Source: an optimization exercise on an open RTL-to-GDS flow (aim: small area). Production flows keep margins and buffers that such runs may drop. The RTL was checked by simulation tests, not by an equivalence proof against the original design. No activity file was given, so power comes from the tool's default toggle rates.

==> flow/design.v (excerpt) <==
module snake_body_engine #(
    parameter int GRID_W    = 40,
    parameter int GRID_H    = 30,
    parameter int XW        = 6,
    parameter int YW        = 5,
    parameter int MAX_LEN   = 64,
    parameter int INIT_LEN  = 3,
    parameter int WRAP_MODE = 0
) (
    input  logic                         clk,
    input  logic                         reset,
    input  logic                         start,
    input  logic                         tick,
    input  logic                         dir_valid,
    input  logic [1:0]                   dir_req,
    input  logic [XW-1:0]                food_x,
    input  logic [YW-1:0]                food_y,
    input  logic [XW-1:0]                query_x,
    input  logic [YW-1:0]                query_y,
    output logic [XW-1:0]                head_x,
    output logic [YW-1:0]                head_y,
    output logic [$clog2(MAX_LEN+1)-1:0] length,
    output logic                         ate,
    output logic                         game_over,
    output logic [1:0]                   over_cause,
    output logic                         query_hit,
    output logic                         query_head
);
clock: 7.0 ns
lec_check: 0
cap_margin: 20
core_margin: 2
core_utilization: 40
cts_buf_list: sky130_fd_sc_hd__clkbuf_16
cts_cluster_diameter: 100
cts_cluster_size: 30
slew_margin: 20
standard.sh (not shown) runs the stock make flow with config.mk's settings and CLKGATE_MAP_FILE= SYNTH_SCRIPT=/design/flow/synth_recipe.tcl, a recipe that flattens the netlist after the stock synthesis.
==> flow/flow/run.sh <==
#!/bin/bash
# The standard layout (standard.sh), with three changes:
#  - port buffers use the smallest buffer cell,
#  - clock tree synthesis adds no dummy loads,
#  - after global routing, non-critical gates are downsized (RECOVER_POWER).
set -euo pipefail
export BUFFER_PORTS_ARGS="-buffer_cell sky130_fd_sc_hd__buf_1"
export CTS_ARGS="-sink_clustering_enable -repair_clock_nets -dont_use_dummy_load -buf_list sky130_fd_sc_hd__clkbuf_16 -sink_clustering_size 30 -sink_clustering_max_diameter 100"
export RECOVER_POWER=100
bash standard.sh > standard_flow.log 2>&1
The starting point completed, yet does not pass: max-capacitance violations, max-slew violations.
==> next run, changes <==
==> flow/run.sh (new file) <==
#!/bin/bash
# synth_recipe.tcl (not shown) runs the flow's synth.tcl, then flattens the netlist and writes it again
# the make line also repeats each setting of config.mk as NAME=value (left out here)
make -C /OpenROAD-flow-scripts/flow DESIGN_CONFIG=/design/flow/config.mk WORK_HOME=/design/flow/orfs CLKGATE_MAP_FILE= SYNTH_SCRIPT=/design/flow/synth_recipe.tcl finish
removed: flow/flow/run.sh
removed: flow/standard.sh
This time the run ran to the end with no violations.
Area after synthesis is unchanged.
Die area stays the same.
Utilization rises by 0.75 points.
Wire length drops by 2.3%.
Setup slack gets better by 0.22 ns.
Final cell count goes up by 0.54%.

The RTL this note starts from:
==> flow/design.v <==
module snake_seg_match (
    input  logic [4:0] sx,
    input  logic [4:0] sy,
    input  logic [4:0] x,
    input  logic [4:0] y,
    output logic       eq
);
    assign eq = (sx == x) && (sy == y);
endmodule
module snake_body_engine #(
    parameter int GRID_W    = 40,
    parameter int GRID_H    = 30,
    parameter int XW        = 6,
    parameter int YW        = 5,
    parameter int MAX_LEN   = 64,
    parameter int INIT_LEN  = 3,
    parameter int WRAP_MODE = 0
) (
    input  logic                         clk,
    input  logic                         reset,
    input  logic                         start,
    input  logic                         tick,
    input  logic                         dir_valid,
    input  logic [1:0]                   dir_req,
    input  logic [XW-1:0]                food_x,
    input  logic [YW-1:0]                food_y,
    input  logic [XW-1:0]                query_x,
    input  logic [YW-1:0]                query_y,
    output logic [XW-1:0]                head_x,
    output logic [YW-1:0]                head_y,
    output logic [$clog2(MAX_LEN+1)-1:0] length,
    output logic                         ate,
    output logic                         game_over,
    output logic [1:0]                   over_cause,
    output logic                         query_hit,
    output logic                         query_head
);
    localparam int LW = $clog2(MAX_LEN + 1);
    localparam logic [1:0] DIR_UP     = 2'b00;
    localparam logic [1:0] DIR_DOWN   = 2'b01;
    localparam logic [1:0] DIR_LEFT   = 2'b10;
    localparam logic [1:0] DIR_RIGHT  = 2'b11;
    localparam logic [1:0] CAUSE_NONE = 2'd0;
    localparam logic [1:0] CAUSE_WALL = 2'd1;
    localparam logic [1:0] CAUSE_SELF = 2'd2;
    localparam logic [1:0] ST_IDLE    = 2'd0;
    localparam logic [1:0] ST_RUN     = 2'd1;
    localparam logic [1:0] ST_OVER    = 2'd2;
    logic [1:0]    state_r;
    logic [XW-1:0] hx_r;
    logic [YW-1:0] hy_r;
    logic [4:0]    s1x_r, s1y_r, s2x_r, s2y_r;
    logic [MAX_LEN-1:3][4:0] tx_r;
    logic [MAX_LEN-1:3][4:0] ty_r;
    logic [MAX_LEN-1:0][4:0] sx_r;
    logic [MAX_LEN-1:0][4:0] sy_r;
    assign sx_r = {tx_r, s2x_r, s1x_r, 5'd0};
    assign sy_r = {ty_r, s2y_r, s1y_r, 5'd0};
    logic [LW-1:0] len_r;
    logic [1:0]    heading_r;
    logic [1:0]    pending_r;
    logic          pending_valid_r;
    logic          ate_r, game_over_r, query_hit_r, query_head_r;
    logic [1:0]    cause_r;
    logic [1:0]    eff_dir_s, ref_dir_s;
    logic [XW-1:0] nx_s;
    logic [YW-1:0] ny_s;
    logic          wall_s, eat_s, self_s, step_s, move_s, restart_s, dir_accept_s;
    logic          q_hit_s, q_head_s;
    assign step_s    = tick && (state_r == ST_RUN);
    assign restart_s = start && (state_r != ST_RUN);
    assign eff_dir_s = pending_valid_r ? pending_r : heading_r;
    assign ref_dir_s = step_s ? eff_dir_s : heading_r;
    assign dir_accept_s = dir_valid && (dir_req != {ref_dir_s[1], ~ref_dir_s[0]});
    assign eat_s     = (nx_s == food_x) && (ny_s == food_y);
    assign move_s    = step_s && !wall_s && !self_s;
    always_comb begin
        nx_s   = hx_r;
        ny_s   = hy_r;
        wall_s = 1'b0;
        case (eff_dir_s)
            DIR_UP: begin
                ny_s   = hy_r - 5'd1;
                wall_s = (hy_r == 5'd0);
            end
            DIR_DOWN: begin
                ny_s   = hy_r + 5'd1;
                wall_s = (hy_r == 5'(GRID_H - 1));
            end
            DIR_LEFT: begin
                nx_s   = hx_r - 6'd1;
                wall_s = (hx_r == 6'd0);
            end
            default: begin
                nx_s   = hx_r + 6'd1;
                wall_s = (hx_r == 6'(GRID_W - 1));
            end
        endcase
    end
    logic [MAX_LEN-1:0] live_s;       
    logic [MAX_LEN-1:0] body_s;       
    logic [MAX_LEN-1:0] tail_s;       
    always_comb begin
        for (int k = 0; k < MAX_LEN; k++) begin
            live_s[k] = (LW'(k) < len_r);
            body_s[k] = (LW'(k + 1) < len_r);
            tail_s[k] = (LW'(k + 1) == len_r);
        end
    end
    logic [MAX_LEN-1:0] ceq_s;
    logic col_body_s, col_tail_s;
    genvar g;
    generate
        for (g = 0; g < MAX_LEN; g++) begin : g_col
            if ((g % 2 == 1) && (g >= 3)) begin : g_odd
                localparam int XB = (g + 1 < 8) ? 2 : (g + 1 < 16) ? 3 : (g + 1 < 32) ? 4 : 5;
                localparam int YB = (g + 1 < 8) ? 2 : (g + 1 < 16) ? 3 : 4;
                assign ceq_s[g] = (sx_r[g][XB-1:0] == nx_s[XB:1]) &&
                                  (sy_r[g][YB:0] == ny_s[YB:0]);
            end else begin : g_even
                assign ceq_s[g] = 1'b0;
            end
        end
    endgenerate
    assign col_body_s = 1'b0;
    assign col_tail_s = 1'b0;
    assign self_s     = |(ceq_s & (body_s | ({MAX_LEN{eat_s}} & tail_s)));
    logic [MAX_LEN-1:0] qeq_s;
    logic q_par_s, q_even_s, q_odd_s;
    generate
        for (g = 1; g < MAX_LEN; g++) begin : g_q
            snake_seg_match u_m (
                .sx(sx_r[g]), .sy(sy_r[g]), .x(query_x[5:1]), .y(query_y), .eq(qeq_s[g])
            );
        end
    endgenerate
    assign qeq_s[0] = 1'b0;
    assign q_par_s  = query_x[0] ^ query_y[0] ^ hx_r[0] ^ hy_r[0];
    always_comb begin
        q_even_s = 1'b0;
        q_odd_s  = 1'b0;
        for (int k = 0; k < MAX_LEN; k++) begin
            if (k % 2 == 0) q_even_s = q_even_s | (qeq_s[k] & live_s[k]);
            else            q_odd_s  = q_odd_s  | (qeq_s[k] & live_s[k]);
        end
    end
    assign q_head_s = (query_x == hx_r) && (query_y == hy_r);
    assign q_hit_s  = q_head_s || (q_par_s ? q_odd_s : q_even_s);
    always_ff @(posedge clk or negedge reset) begin
        if (!reset) begin
            state_r <= ST_IDLE;
        end else begin
            case (state_r)
                ST_IDLE: state_r <= start ? ST_RUN : ST_IDLE;
                ST_RUN:  state_r <= (step_s && (wall_s || self_s)) ? ST_OVER : ST_RUN;
                ST_OVER: state_r <= start ? ST_RUN : ST_OVER;
                default: state_r <= ST_IDLE;
            endcase
        end
    end
    always_ff @(posedge clk or negedge reset) begin
        if (!reset) begin
            hx_r            <= 6'(GRID_W / 2);
            hy_r            <= 5'(GRID_H / 2);
            s1x_r           <= 5'((GRID_W / 2 - 1) >> 1);
            s1y_r           <= 5'(GRID_H / 2);
            s2x_r           <= 5'((GRID_W / 2 - 2) >> 1);
            s2y_r           <= 5'(GRID_H / 2);
            len_r           <= LW'(INIT_LEN);
            heading_r       <= DIR_RIGHT;
            pending_r       <= DIR_RIGHT;
            pending_valid_r <= 1'b0;
            ate_r           <= 1'b0;
            game_over_r     <= 1'b0;
            cause_r         <= CAUSE_NONE;
        end else if (restart_s) begin
            hx_r            <= 6'(GRID_W / 2);
            hy_r            <= 5'(GRID_H / 2);
            s1x_r           <= 5'((GRID_W / 2 - 1) >> 1);
            s1y_r           <= 5'(GRID_H / 2);
            s2x_r           <= 5'((GRID_W / 2 - 2) >> 1);
            s2y_r           <= 5'(GRID_H / 2);
            len_r           <= LW'(INIT_LEN);
            heading_r       <= DIR_RIGHT;
            pending_r       <= DIR_RIGHT;
            pending_valid_r <= 1'b0;
            ate_r           <= 1'b0;
            game_over_r     <= 1'b0;
            cause_r         <= CAUSE_NONE;
        end else begin
            ate_r <= 1'b0;
            if (step_s) begin
                heading_r       <= eff_dir_s;
                pending_valid_r <= 1'b0;
            end
            if (dir_accept_s) begin
                pending_r       <= dir_req;
                pending_valid_r <= 1'b1;
            end
            if (step_s && (wall_s || self_s)) begin
                game_over_r <= 1'b1;
                cause_r     <= wall_s ? CAUSE_WALL : CAUSE_SELF;
            end
            if (move_s) begin
                hx_r    <= nx_s;
                hy_r    <= ny_s;
                s1x_r   <= hx_r[5:1];
                s1y_r   <= hy_r;
                s2x_r   <= s1x_r;
                s2y_r   <= s1y_r;
                ate_r   <= eat_s;
                if (eat_s && (len_r != LW'(MAX_LEN))) begin
                    len_r <= len_r + LW'(1);
                end
            end
        end
    end
    always_ff @(posedge clk) begin
        if (move_s) begin
            for (int k = 3; k < MAX_LEN; k++) begin
                tx_r[k] <= sx_r[k-1];
                ty_r[k] <= sy_r[k-1];
            end
        end
    end
    always_ff @(posedge clk or negedge reset) begin
        if (!reset) begin
            query_hit_r  <= 1'b0;
            query_head_r <= 1'b0;
        end else begin
            query_hit_r  <= q_hit_s;
            query_head_r <= q_head_s;
        end
    end
    assign head_x     = hx_r;
    assign head_y     = hy_r;
    assign length     = len_r;
    assign ate        = ate_r;
    assign game_over  = game_over_r;
    assign over_cause = cause_r;
    assign query_hit  = query_hit_r;
    assign query_head = query_head_r;
endmodule
Settings: LEC_CHECK=0, CAP_MARGIN=0, CORE_MARGIN=2, CORE_UTILIZATION=60.0, CTS_BUF_LIST=sky130_fd_sc_hd__clkbuf_16, CTS_CLUSTER_DIAMETER=150, CTS_CLUSTER_SIZE=25, PLACE_DENSITY=0.7, SLEW_MARGIN=0; clock period 7.0 ns.
==> flow/flow/run.sh <==
#!/bin/bash
# The standard layout (standard.sh) with these changes:
#  - synthesis: the standard flow's synthesis script, with an area-oriented ABC mapping
#    script (flow/area_synth.tcl, flow/abc_area_relaxed.script),
#  - port buffers use the smallest buffer cell,
#  - clock tree synthesis adds no dummy loads, and uses smaller buffers
#    above the leaf level.
set -euo pipefail
WORK=$(pwd)
export BUFFER_PORTS_ARGS="-buffer_cell sky130_fd_sc_hd__buf_1"
export CTS_ARGS="-sink_clustering_enable -repair_clock_nets -dont_use_dummy_load -buf_list sky130_fd_sc_hd__clkbuf_16 -root_buf sky130_fd_sc_hd__clkbuf_8 -tree_buf sky130_fd_sc_hd__clkbuf_4 -sink_clustering_size 25 -sink_clustering_max_diameter 150"
export AREA_ABC_SCRIPT="$WORK/flow/abc_area_relaxed.script"
make -C "$FLOW_HOME" DESIGN_CONFIG="$WORK/config.mk" WORK_HOME="$WORK/orfs" CLKGATE_MAP_FILE= \
  SYNTH_SCRIPT="$WORK/flow/area_synth.tcl" synth > synth_flow.log 2>&1
bash standard.sh > standard_flow.log 2>&1
==> flow/flow/abc_area_relaxed.script <==
&get -n
&st
&dch
&nf -R 1000
&put
topo
stime -c
dnsize -c
==> flow/flow/area_synth.tcl <==
proc synth {args} { yosys synth -nofsm -noshare {*}$args }
# The standard flow's synthesis script, with ABC's mapping script replaced by
# abc_area_relaxed.script (the speed script's passes with the delay target
# relaxed, and without ABC's own buffering and upsizing).
proc abc {args} {
  set i [lsearch -exact $args -script]
  if { $i >= 0 } { lset args [expr {$i + 1}] $::env(AREA_ABC_SCRIPT) }
  yosys abc {*}$args
}
source $::env(SCRIPTS_DIR)/synth.tcl
# left out here: clear keep_hierarchy, flatten, clean up, hide names made inside functions, write 1_2_yosys.v
Change:
==> flow/flow/run.sh (replaced) <==
#!/bin/bash
# The standard layout (standard.sh), with two changes:
#  - port buffers use the smallest buffer cell,
#  - clock tree synthesis adds no dummy loads.
set -euo pipefail
export BUFFER_PORTS_ARGS="-buffer_cell sky130_fd_sc_hd__buf_1"
export CTS_ARGS="-sink_clustering_enable -repair_clock_nets -dont_use_dummy_load -buf_list sky130_fd_sc_hd__clkbuf_16 -sink_clustering_size 25 -sink_clustering_max_diameter 80"
bash standard.sh > standard_flow.log 2>&1
- CAP_MARGIN: 0 -> 20
- CTS_CLUSTER_DIAMETER: 150 -> 80
- SLEW_MARGIN: 0 -> 20
removed: flow/flow/abc_area_relaxed.script
removed: flow/flow/area_synth.tcl
- The changed run ran to the end with no violations
- total power went down by 5.3%
- design area went up by 4.2%
- routed wire length went up by 3.7%
- clock power went up by about 10%
- setup slack improves by 0.20 ns
- synthesized area went up by 6.5%
- utilization went down by 1.7 points
- sequential power went down by 8.2%
Change:
==> flow/flow/run.sh (replaced) <==
#!/bin/bash
# The standard layout (standard.sh) with these changes:
#  - synthesis: the standard flow's synthesis script, with an area-oriented ABC mapping
#    script (flow/area_synth.tcl, flow/abc_area_relaxed.script),
#  - port buffers use the smallest buffer cell,
#  - clock tree synthesis adds no dummy loads.
set -euo pipefail
WORK=$(pwd)
export BUFFER_PORTS_ARGS="-buffer_cell sky130_fd_sc_hd__buf_1"
export CTS_ARGS="-sink_clustering_enable -repair_clock_nets -dont_use_dummy_load -buf_list sky130_fd_sc_hd__clkbuf_16 -sink_clustering_size 25 -sink_clustering_max_diameter 80"
export AREA_ABC_SCRIPT="$WORK/flow/abc_area_relaxed.script"
make -C "$FLOW_HOME" DESIGN_CONFIG="$WORK/config.mk" WORK_HOME="$WORK/orfs" CLKGATE_MAP_FILE= \
  SYNTH_SCRIPT="$WORK/flow/area_synth.tcl" synth > synth_flow.log 2>&1
bash standard.sh > standard_flow.log 2>&1
==> flow/flow/abc_area_relaxed.script (new file) <==
&get -n
&st
&dch
&nf
&st
&syn2
&if -g -K 6
&synch2
&nf
&st
&syn2
&if -g -K 6
&synch2
&nf
&st
&syn2
&if -g -K 6
&synch2
&nf
&st
&syn2
&if -g -K 6
&synch2
&nf
&st
&syn2
&if -g -K 6
&synch2
&nf
&put
topo
stime -c
dnsize -c
==> flow/flow/area_synth.tcl (new file) <==
proc synth {args} { yosys synth -nofsm -noshare {*}$args }
# The standard flow's synthesis script, with ABC's mapping script replaced by
# abc_area_relaxed.script (the speed script's passes with the delay target
# relaxed, and without ABC's own buffering and upsizing).
proc abc {args} {
  set i [lsearch -exact $args -script]
  if { $i >= 0 } { lset args [expr {$i + 1}] $::env(AREA_ABC_SCRIPT) }
  yosys abc {*}$args
}
source $::env(SCRIPTS_DIR)/synth.tcl
# left out here: clear keep_hierarchy, flatten, clean up, hide names made inside functions, write 1_2_yosys.v
- CAP_MARGIN: 20 -> 0
- SLEW_MARGIN: 20 -> 0
Result: Die area decreases by 2.5%. Wire length decreases by 1.8%. Sequential power stays flat. Global-route usage increases by 0.78 points. Total power increases by 0.81%. Worst hold slack loses 0.017 ns. Area after synthesis decreases by 2.6%. Critical path depth decreases by 1. Non-clock buffer count increases by 2. Count of clock-buffer cells in the layout stays the same. Worst setup slack loses 0.19 ns.
Change:
==> flow/flow/abc_area_relaxed.script (replaced) <==
&get -n
&st
&dch
&nf -R 1000
&st
&syn2
&if -g -K 6
&synch2
&nf -R 1000
&st
&syn2
&if -g -K 6
&synch2
&nf -R 1000
&st
&syn2
&if -g -K 6
&synch2
&nf -R 1000
&st
&syn2
&if -g -K 6
&synch2
&nf -R 1000
&st
&syn2
&if -g -K 6
&synch2
&nf -R 1000
&put
topo
stime -c
dnsize -c
- CORE_UTILIZATION: 60.0 -> 70
- PLACE_DENSITY: 0.7 -> 0.8
Power is lower by a few percent.
Sequential power is lower slightly.
Combinational power fell by a little under a tenth.
Global-route usage rose by 5.1 points.
Cell area fell slightly.
Die area drops by about a fifth.
Fmax rises slightly.
Non-clock buffer count is higher by 9.
Routed wire length came out lower by a few percent.
First-iteration DRC count went up by roughly a tenth.

[static timing again, ports no longer ideal]
How much do the figures lean on ideal ports? The routed layouts below were timed once more, with nothing changed but the port constraints.
Step 1, drivers: a clkbuf_16 drives clk and a buf_2 each remaining input, both assumed.
Step 2 moves the port delays by t, midway between the first and last clock arrival at a register: inputs arrive t later, outputs are due t later. That takes back most of the time a late clock gives input paths.
Slacks: no drivers / after step 1 / after step 2; pairs: no drivers / after step 1.
run | t (ns) | slack for setup (ns) | clock arrival spread, ns | worst register clock-pin slew, ns
the first run of note 1 | 0.693 | 0.208 / 0.208 / 0.208 | 0.068 / 0.068 | 0.12 / 0.12
the second run of note 1 | 0.716 | 0.429 / 0.429 / 0.429 | 0.051 / 0.052 | 0.12 / 0.12
the first run of note 2 | 0.829 | 0.310 / 0.310 / 0.310 | 0.049 / 0.050 | 0.11 / 0.11
the second run of note 2 | 0.634 | 0.511 / 0.511 / 0.511 | 0.054 / 0.054 | 0.10 / 0.10
the third run of note 2 | 0.641 | 0.322 / 0.322 / 0.322 | 0.047 / 0.047 | 0.10 / 0.10
the fourth run of note 2 | 0.633 | 0.412 / 0.412 / 0.412 | 0.061 / 0.061 | 0.11 / 0.11
